Source: an optimization exercise on an open RTL-to-GDS flow (aim: small area, a short achievable clock period and few clock cycles). Production flows keep margins and buffers that such runs may drop.
Only the layout flow was run in this run; the RTL was not checked for function there.

[run.sh]
#!/bin/bash
# synth_recipe.tcl (not shown) runs the flow's synth.tcl, then flattens the netlist and writes it again
# the make line also repeats each setting of config.mk as NAME=value (left out here)
make -C /OpenROAD-flow-scripts/flow DESIGN_CONFIG=/design/flow/config.mk WORK_HOME=/design/flow/orfs CLKGATE_MAP_FILE= SYNTH_SCRIPT=/design/flow/synth_recipe.tcl finish
[config.mk]
export PLATFORM = sky130hd
export DESIGN_NAME = md_slow_top
export DESIGN_NICKNAME = md_slow_top
export VERILOG_FILES = /design/flow/design.v
export SDC_FILE = /design/flow/constraint.sdc
export NUM_CORES = 4
export LEC_CHECK = 0
export CAP_MARGIN = 20
export CORE_MARGIN = 2
export CORE_UTILIZATION = 45
export SETUP_SLACK_MARGIN = 4.0
export SLEW_MARGIN = 20
[constraint.sdc]
create_clock -name core_clock -period 8.0 [get_ports {clk_i}]
set_input_delay 1.6000 -clock core_clock [delete_from_list [all_inputs] [get_ports {clk_i}]]
set_output_delay 1.6000 -clock core_clock [all_outputs]
set_load 0.01 [all_outputs]
[design.v]
`timescale 1ns/1ps
`default_nettype none
module md_slow_top (
	input  logic        clk_i,
	input  logic        rst_ni,
	input  logic        mult_en_i,
	input  logic        div_en_i,
	input  logic [1:0]  operator_i,
	input  logic [1:0]  signed_mode_i,
	input  logic [31:0] op_a_i,
	input  logic [31:0] op_b_i,
	output logic [31:0] result_o,
	output logic        valid_o
);
	localparam logic [1:0] S_IDLE = 2'd0;
	localparam logic [1:0] S_PREP = 2'd1;
	localparam logic [1:0] S_ITER = 2'd2;
	localparam logic [1:0] S_DONE = 2'd3;
	logic [1:0]  st_q, st_d;
	logic [4:0]  cnt_q, cnt_d;
	logic [35:0] r_q, r_d;      
	logic [31:0] l_q, l_d;      
	logic [32:0] d_q;           
	logic [11:0] x_q, x_d;      
	logic [5:0]  bs_q, bs_d;    
	logic        inv_q, inv_d;  
	logic        inc_q, inc_d;  
	logic        sa_q;          
	logic [1:0]  op_q;          
	logic en;
	logic is_div;
	logic is_mulh;
	assign en      = mult_en_i | div_en_i;
	assign is_div  = operator_i[1];
	assign is_mulh = (operator_i == 2'd1);
	logic is_div_q, is_mulh_q;
	assign is_div_q  = op_q[1];
	assign is_mulh_q = (op_q == 2'd1);
	logic        sign_a, sign_b;
	logic [31:0] xa, xb, abs_b;
	logic        b_zero;
	assign sign_a = op_a_i[31] & signed_mode_i[0];
	assign sign_b = op_b_i[31] & signed_mode_i[1];
	assign xa     = op_a_i ^ {32{sign_a}};
	assign xb     = op_b_i ^ {32{sign_b}};
	assign abs_b  = xb + {31'd0, sign_b};
	assign b_zero = (op_b_i == 32'd0);
	always_ff @(posedge clk_i) begin
		d_q  <= is_div ? {1'b0, abs_b} : (swap ? {1'b0, op_b_i} : {sign_a, op_a_i});
		sa_q <= sign_a;
	end
	function automatic logic [5:0] bitlen(input logic [31:0] x);
		logic [31:0] v1;
		logic [15:0] v2;
		logic [7:0]  v3;
		logic [3:0]  v4;
		logic [1:0]  v5;
		logic [31:0] p1;
		logic [31:0] p2;
		logic [31:0] p3;
		logic [31:0] p4;
		logic [4:0]  p5;
		for (int i = 0; i < 16; i++) begin
			v2[i] = x[2*i+1] | x[2*i];
			p1[i] = x[2*i+1];
		end
		for (int i = 0; i < 8; i++) begin
			v3[i] = v2[2*i+1] | v2[2*i];
			p2[2*i +: 2] = v2[2*i+1] ? {1'b1, p1[2*i+1]} : {1'b0, p1[2*i]};
		end
		for (int i = 0; i < 4; i++) begin
			v4[i] = v3[2*i+1] | v3[2*i];
			p3[3*i +: 3] = v3[2*i+1] ? {1'b1, p2[4*i+2 +: 2]} : {1'b0, p2[4*i +: 2]};
		end
		for (int i = 0; i < 2; i++) begin
			v5[i] = v4[2*i+1] | v4[2*i];
			p4[4*i +: 4] = v4[2*i+1] ? {1'b1, p3[6*i+3 +: 3]} : {1'b0, p3[6*i +: 3]};
		end
		p5 = v5[1] ? {1'b1, p4[7:4]} : {1'b0, p4[3:0]};
		v1 = x;
		bitlen = (v5[1] | v5[0]) ? {1'b0, p5} + 6'd1 : 6'd0;
	endfunction
	logic [5:0] a_len, b_len;
	logic       q_zero;
	assign a_len  = bitlen(xa) + {5'd0, sign_a};
	assign b_len  = bitlen(xb);
	assign q_zero = (a_len < b_len);
	logic [31:0] a_xs, b_xs;
	logic [3:0]  c0a, c0b, c0;
	logic        swap;
	assign a_xs = op_a_i ^ {32{op_a_i[31]}};
	assign b_xs = op_b_i ^ {32{op_b_i[31]}};
	always_comb begin
		c0a = 4'd7;
		c0b = 4'd7;
		for (int c = 6; c >= 0; c--) begin
			if ((a_xs >> (4*c+3)) == 32'd0) c0a = 4'(c);
			if ((b_xs >> (4*c+3)) == 32'd0) c0b = 4'(c);
		end
	end
	assign swap = (operator_i == 2'd0) & (c0a < c0b);
	assign c0   = swap ? c0a : c0b;
	function automatic logic [2:0] booth_enc(input logic [2:0] b);
		logic one, two, neg;
		one = b[1] ^ b[0];
		two = (b[2] & ~b[1] & ~b[0]) | (~b[2] & b[1] & b[0]);
		neg = b[2];
		booth_enc = {neg, two, one};
	endfunction
	function automatic logic [35:0] booth_pp(input logic [32:0] a, input logic [2:0] s);
		logic [35:0] sel;
		sel = s[0] ? {{3{a[32]}}, a} : (s[1] ? {{2{a[32]}}, a, 1'b0} : 36'd0);
		booth_pp = s[2] ? ~sel : sel;
	endfunction
	logic [35:0] pp_hi, pp_lo, acc_in, row1, cs_s, cs_c, mul_sum;
	logic [36:0] mul_sum_x;
	logic        neg_hi;
	assign pp_hi  = booth_pp(d_q, bs_q[5:3]);
	assign pp_lo  = booth_pp(d_q, bs_q[2:0]);
	assign neg_hi = bs_q[5];
	always_comb begin
		if (st_q != S_ITER) acc_in = 36'd0;
		else if (is_div_q)  acc_in = {3'd0, r_q[31:0], l_q[31]};
		else if (is_mulh_q) acc_in = {{4{r_q[35]}}, r_q[35:4]};
		else                acc_in = {r_q[31:0], 4'd0};
	end
	assign row1      = {pp_hi[33:0], neg_hi, bs_q[2]};
	assign cs_s      = acc_in ^ row1 ^ pp_lo;
	assign cs_c      = (acc_in & row1) | (acc_in & pp_lo) | (row1 & pp_lo);
	assign mul_sum_x = {cs_s, 1'b1} + {cs_c[34:0], neg_hi, neg_hi};
	assign mul_sum   = mul_sum_x[36:1];
	logic [36:0] bx;
	logic [4:0]  chunk_d;
	logic [4:0]  nidx;
	assign bx = {{4{sign_b}}, (swap ? op_a_i : op_b_i), 1'b0};
	always_comb begin
		if (st_q == S_IDLE) nidx = is_mulh ? 5'd0 : {1'b0, c0};
		else                nidx = is_mulh_q ? cnt_q + 5'd1 : cnt_q - 5'd1;
		chunk_d = 5'd0;
		for (int c = 0; c < 9; c++) begin
			if (nidx == 5'(c)) chunk_d = bx[4*c +: 5];
		end
		if (is_div) chunk_d = 5'b11110;
		bs_d = {booth_enc(chunk_d[4:2]), booth_enc(chunk_d[2:0])};
	end
	logic        qb;
	logic [31:0] rnew;
	assign qb   = ~mul_sum[35];
	assign rnew = qb ? mul_sum[31:0] : {r_q[30:0], l_q[31]};
	logic [6:0]  len_diff;
	logic [4:0]  j0;
	logic [31:0] rot, rmask, abs_a;
	logic [4:0]  rsh;
	assign len_diff = {1'b0, x_q[11:6]} - {1'b0, x_q[5:0]};
	assign j0       = len_diff[5] ? 5'd31 : len_diff[4:0];
	assign rsh      = j0;
	assign abs_a    = r_q[31:0] + {31'd0, sa_q};
	always_comb begin
		rot = {abs_a[0], abs_a[31:1]};
		if (rsh[0]) rot = {rot[0], rot[31:1]};
		if (rsh[1]) rot = {rot[1:0], rot[31:2]};
		if (rsh[2]) rot = {rot[3:0], rot[31:4]};
		if (rsh[3]) rot = {rot[7:0], rot[31:8]};
		if (rsh[4]) rot = {rot[15:0], rot[31:16]};
		for (int i = 0; i < 32; i++) begin
			rmask[i] = (6'(i) < (6'd31 - {1'b0, rsh}));
		end
	end
	always_comb begin
		st_d  = st_q;
		cnt_d = cnt_q;
		r_d   = r_q;
		l_d   = l_q;
		x_d   = x_q;
		inv_d = inv_q;
		inc_d = inc_q;
		if (en) begin
			case (st_q)
				S_IDLE: begin
					if (!is_div) begin
						r_d   = '0;
						inv_d = 1'b0;
						inc_d = 1'b0;
						cnt_d = is_mulh ? 5'd0 : {1'b0, c0};
						st_d  = S_ITER;
					end else begin
						r_d   = {4'd0, xa};
						l_d   = {32{b_zero}};
						x_d   = {a_len, b_len};
						inv_d = operator_i[0] ? sign_a : (sign_a ^ sign_b) & ~b_zero;
						inc_d = operator_i[0] ? sign_a & ~(b_zero | q_zero) : inv_d;
						st_d  = (b_zero | q_zero) ? S_DONE : S_PREP;
					end
				end
				S_PREP: begin
					r_d   = {4'd0, rot & rmask};
					l_d   = rot & ~rmask;
					cnt_d = j0;
					st_d  = S_ITER;
				end
				S_ITER: begin
					if (!is_div_q) begin
						r_d = mul_sum;
						if (is_mulh_q) begin
							cnt_d = cnt_q + 5'd1;
							if (cnt_q == 5'd8) st_d = S_DONE;
						end else begin
							cnt_d = cnt_q - 5'd1;
							if (cnt_q == 5'd0) st_d = S_DONE;
						end
					end else begin
						r_d   = {4'd0, rnew};
						l_d   = {l_q[30:0], qb};
						cnt_d = cnt_q - 5'd1;
						if (cnt_q == 5'd0) st_d = S_DONE;
					end
				end
				default: begin
					st_d = S_IDLE;
				end
			endcase
		end
	end
	always_ff @(posedge clk_i or negedge rst_ni) begin
		if (!rst_ni) begin
			st_q <= S_IDLE;
		end else begin
			st_q <= st_d;
		end
	end
	always_ff @(posedge clk_i) begin
		cnt_q <= cnt_d;
		r_q   <= r_d;
		l_q   <= l_d;
		x_q   <= x_d;
		inv_q <= inv_d;
		inc_q <= inc_d;
		if (en && st_q == S_IDLE) op_q <= operator_i;
		if (en) bs_q <= bs_d;
	end
	logic [31:0] res_x;
	assign res_x    = (op_q == 2'd2) ? l_q : r_q[31:0];
	assign result_o = (res_x ^ {32{inv_q}}) + {31'd0, inc_q};
	assign valid_o  = (st_q == S_DONE);
endmodule
`default_nettype wire
==> notes.md <==
## layer usage
layer  vias up  global-route usage
li1      10100                   -
met1     11100               0.509
met2      1471               0.583
met3       308               0.108
met4         8               0.154
met5         -                   0
## registers in the layout, summed over array words and instances, names as in the netlist
signal and count:
r_q 36, d_q 33, l_q 32, x_q 12
bs_q 6, cnt_q 5, op_q 2, st_q 2
inc_q 1, inv_q 1, sa_q 1
## worst reg2reg max path, stage by stage, from the launching register on
cell	delay, ns
edfxtp_1	0.41
clkbuf_8	0.37
nor2b_4	0.38
a22o_1	0.18
nand2_1	0.07
fa_1	0.52
inv_1	0.06
ha_4	0.25
o21a_1	0.10
o21ai_0	0.19
nand2b_1	0.15
a21o_1	0.26
o2111ai_2	0.25
a21oi_2	0.11
o221ai_2	0.33
mux2_8	0.57
mux2i_2	0.50
o22ai_1	0.16
a31o_2	0.27
## cells in the mapped netlist, types with 15 or more instances
cell type / instances / area share
o21a_1: 15 / 0.0056
fa_1: 35 / 0.035
and3_1: 25 / 0.0077
o211ai_1: 26 / 0.0096
a221o_1: 18 / 0.0089
nor2b_1: 34 / 0.011
a21oi_1: 185 / 0.046
clkbuf_1: 196 / 0.036
buf_1: 31 / 0.0057
and2_1: 50 / 0.015
a21o_1: 37 / 0.014
o22ai_1: 20 / 0.0062
o21ai_0: 167 / 0.041
a31oi_1: 34 / 0.011
nand2b_1: 42 / 0.013
xor2_1: 59 / 0.026
nand3_1: 109 / 0.027
or3_1: 16 / 0.0049
mux2i_1: 139 / 0.069
nor2_1: 176 / 0.033
nor3_1: 63 / 0.016
dfxtp_1: 34 / 0.034
inv_1: 70 / 0.013
ha_1: 66 / 0.041
o221ai_1: 19 / 0.0082
nand2_1: 291 / 0.054
xnor2_1: 204 / 0.088
nand4_1: 33 / 0.010
a22oi_1: 93 / 0.034
a211oi_1: 26 / 0.0096
mux2_2: 26 / 0.014
edfxtp_1: 95 / 0.14
## timing repair
item | in CTS | in global routing
resized for setup | 578 | 246
pin swaps | 94 | 96
cloned | 12 | 4
endpoints found under the hold margin | 0 | 0
setup buffers | 110 | 55
setup endpoints to repair | 155 | 136
## kinds of logic after synthesis
family | count (synthesis) | synth area share
AOI/OAI and AO/OA | 807 | 0.268
adders and majority gates | 101 | 0.0754
muxes | 166 | 0.0840
and+or+nand+nor | 912 | 0.219
buffers and inverters | 318 | 0.0614
xor gates and xnor gates | 264 | 0.115
DFF | 131 | 0.177
## final cells by class
type	instances	area share
diodes	1	0.0000960
clock buffers	18	0.0165
clock inverters	14	0.00768
inverters	71	0.0111
multi-input cells	2257	0.682
flip-flops and latches	131	0.137
well taps	592	0.0284
repair buffers	330	0.116
repair inverters	2	0.000528
## final timing paths
check	startpoint	end	slack [ns]
min	l_q[4]	l_q[5]	0.61
max	op_q[0]	result_o[24]	2.47
max reg2reg	op_q[0]	r_q[6]	2.63
min in group asynchronous	rst_ni	st_q[0]	1.30
min reg2reg	l_q[4]	l_q[5]	0.61
max in group asynchronous	rst_ni	st_q[1]	6.57
## metrics by stage
step | instances | setup WS, ns | utilization | instance area [um2]
final | 3416 | 2.47 | 0.588 | 26100
after global routing | 3416 | 2.32 | 0.588 | 26100
after CTS | 3355 | 2.39 | 0.559 | 24800
after detailed placement | 3201 | 1.10 | 0.499 | 22100
after global placement | 3201 | 1.17 | 0.499 | 22100
after floorplan | 2699 | 2.40 | - | 21300
==> reports/metrics.sh <==
H-TREE-DEPTH=4
SYNTH_ENABLE_FLOP_CELLS=95
REMAINING_DRC_ERRORS=0
POST_SYN_INSTANCES=2699
MET3WIRELENGTH_UM=11100
SLEW_HEADROOM=0.353
GLOBAL_ROUTE.OVERFLOW_TOTAL=0
SKEW_NS=0.0141
RSZ0062_AT_GRT='true'
MULTIINPUTGATEAREA_UM2=17800
IO_BUFFERS=104
SYN_NETS=2872
PATH_MAX_FANOUT=6
PLACE_HPWL_UM=66500
FMAX_GHz=0.181
SOURCE_TO_SINK_CLOCK_DELAY_AT_THE_LATER_PIN_OF_THE_WORST_SKEW_PAIR_NS=0.48
SYNTH-WARNING-COUNT=1
CP_SLOWEST_CELL='edfxtp_1'
CTS.HOLD.BUFFERS_ADDED=0
MOSTFREQUENTLAYOUTCELL='nand2_1'
MOST-COMMON-LAYOUT-CELLS='nand2_1, xnor2_1, buf_4'
SYNTH_CELL_TYPE_COUNT=94
YS_DOMINANT_REG_CELL='edfxtp_1'
CP_NUM_CELLS=17
WORSTREGTOREGCELLS=18
FINALWEIGHTEDCONGESTION=0.980
FIRST_PASS_GRT_WIRE_LENGTH_UM=135000
WORST_PIN_SLEW_NS=0.960
CTS_MAX_PATH_BUFFERS=2
CLOCKROOTBUFFER='clkbuf_16'
FINAL.MIN_CLOCK_PERIOD_NS=5.53
SYNTH_AREA_PER_INST_UM2=7.50
DRIVE_GT1_FRAC=0.255
TCRIT_TCLK_FINAL=0.692
FINAL_HOLD_VIOLATION_COUNT=0
GR-USAGE-ALL-LAYERS=0.382
DETAILEDROUTE.FIRSTPASSITERATIONCOUNT=6
WL_UM=94000
SYNTH-SEQ-AREA-SHARE=0.177
ANTENNA_LEFT=0
YOSYS_REGISTER_BITS=131
COREAREA_UM2=44300
CHIPWIDTH_UM=216
CRIT_FAMILY='simple AND/OR/NAND/NOR gates'
SETUP.WORST_PATH.START_CLASS='register'
WORST_EP_ARRIVAL_TIME_NS=3.93
FIN_WORST_HOLD_SLACK_NS=0.607
MIN_PATH_CELLS=2
SETUP_VIOL=0
LAYOUT_STAGE_AREA_GROWTH_OVER_THE_SYNTHESIS_RESULT_PCT=28.8
MAXSLEWVIOLCOUNT=0
DIE_HEIGHT_UM=216
CRITICAL_PATH_REQUIRED_NS=6.40
WIRELENGTH_MET1_UM=37300
CRIT_PATH_CELL_TRACE='nor2b_4, buf_12, buf_6, mux2i_2, xnor2_1, ha_2, ha_4, nand2_4, or3_4, nand2b_4, a211oi_4, and3_4, o211a_4, o2111ai_4, mux2i_1, xor2_1, buf_2'
VIAS_PER_CELL=6.73
CLK_PIN_SLEW_NS=0.06
REGAREA_UM2=3580
ROUTED_WIRE_LENGTH_PER_INSTANCE_UM=27.5
ROUTE.VIAS.TOTAL=23000
TOP_SIGNAL_LAYER_USED='met5'
NUM-FILL-CELLS=4074
ANTENNA_FOUND_INITIAL=5
DRTITER0DRC=2954
DR_WL_MET2_UM=40600
GRT_PASS1_VIAS=20900
DRV.MAX_CAP_VIOLATION_COUNT=0
INITIAL_UTILIZATION=0.457
MAX_STAGE_DELAY_NS=0.44
CTS_NUM_SINKS=131
MAPPEDNETLISTAREA_UM2=20200
CRIT_BUF_INV=3
TRITONCTS_CLOCK_TREE='yes'
FINALSETUPTNS_NS=0
GRT_START_MAX_NET_PINS=71
SETUP.WORST_PATH.END_CLASS='output port'
CTS_BUFFERS=17
DIE_AREA_UM2=46700
STD_CELL_ROWS=77
OUTCOME='no timing/DRC/antenna violations'
TIMING.HOLD.WORST.CLASS='register to register'
IO-PIN-COUNT=105
SYNTH_ASYNC_RESET_RATIO=0.0153
COUNT_OF_NETS_AFTER_FINISHING=2983
WORST-SETUP-PATH-TYPE='register to output port'

-- port drivers added, routing unchanged --
The results above use ideal ports. As a check the final layout listed here was re-extracted and re-timed, cells and wires unchanged. Step 1 (the two cells are an assumption about what drives the block):
set clk [get_ports {clk_i}]
set_driving_cell -lib_cell sky130_fd_sc_hd__clkbuf_16 $clk
set_driving_cell -lib_cell sky130_fd_sc_hd__buf_2 [delete_from_list [all_inputs] $clk]
Step 2 moves the port delays by t, midway between the first and last clock arrival at a register: inputs arrive t later, outputs are due t later. That takes back most of the time a late clock gives input paths. a / b / c = no drivers / after step 1 / after step 2; a / b = the first two.
t (ns): 0.534
setup slack, ns: 2.467 / 2.404 / 2.339
slew at the worst register clock pin (ns): 0.07 / 0.07
worst slew at a driven data input, ns: 0.07
pins driven straight from the clock port: 1
After both steps setup and hold are still met in this run. The setup slack of this run moves by -0.063 ns with the drivers and by -0.128 ns with both steps.
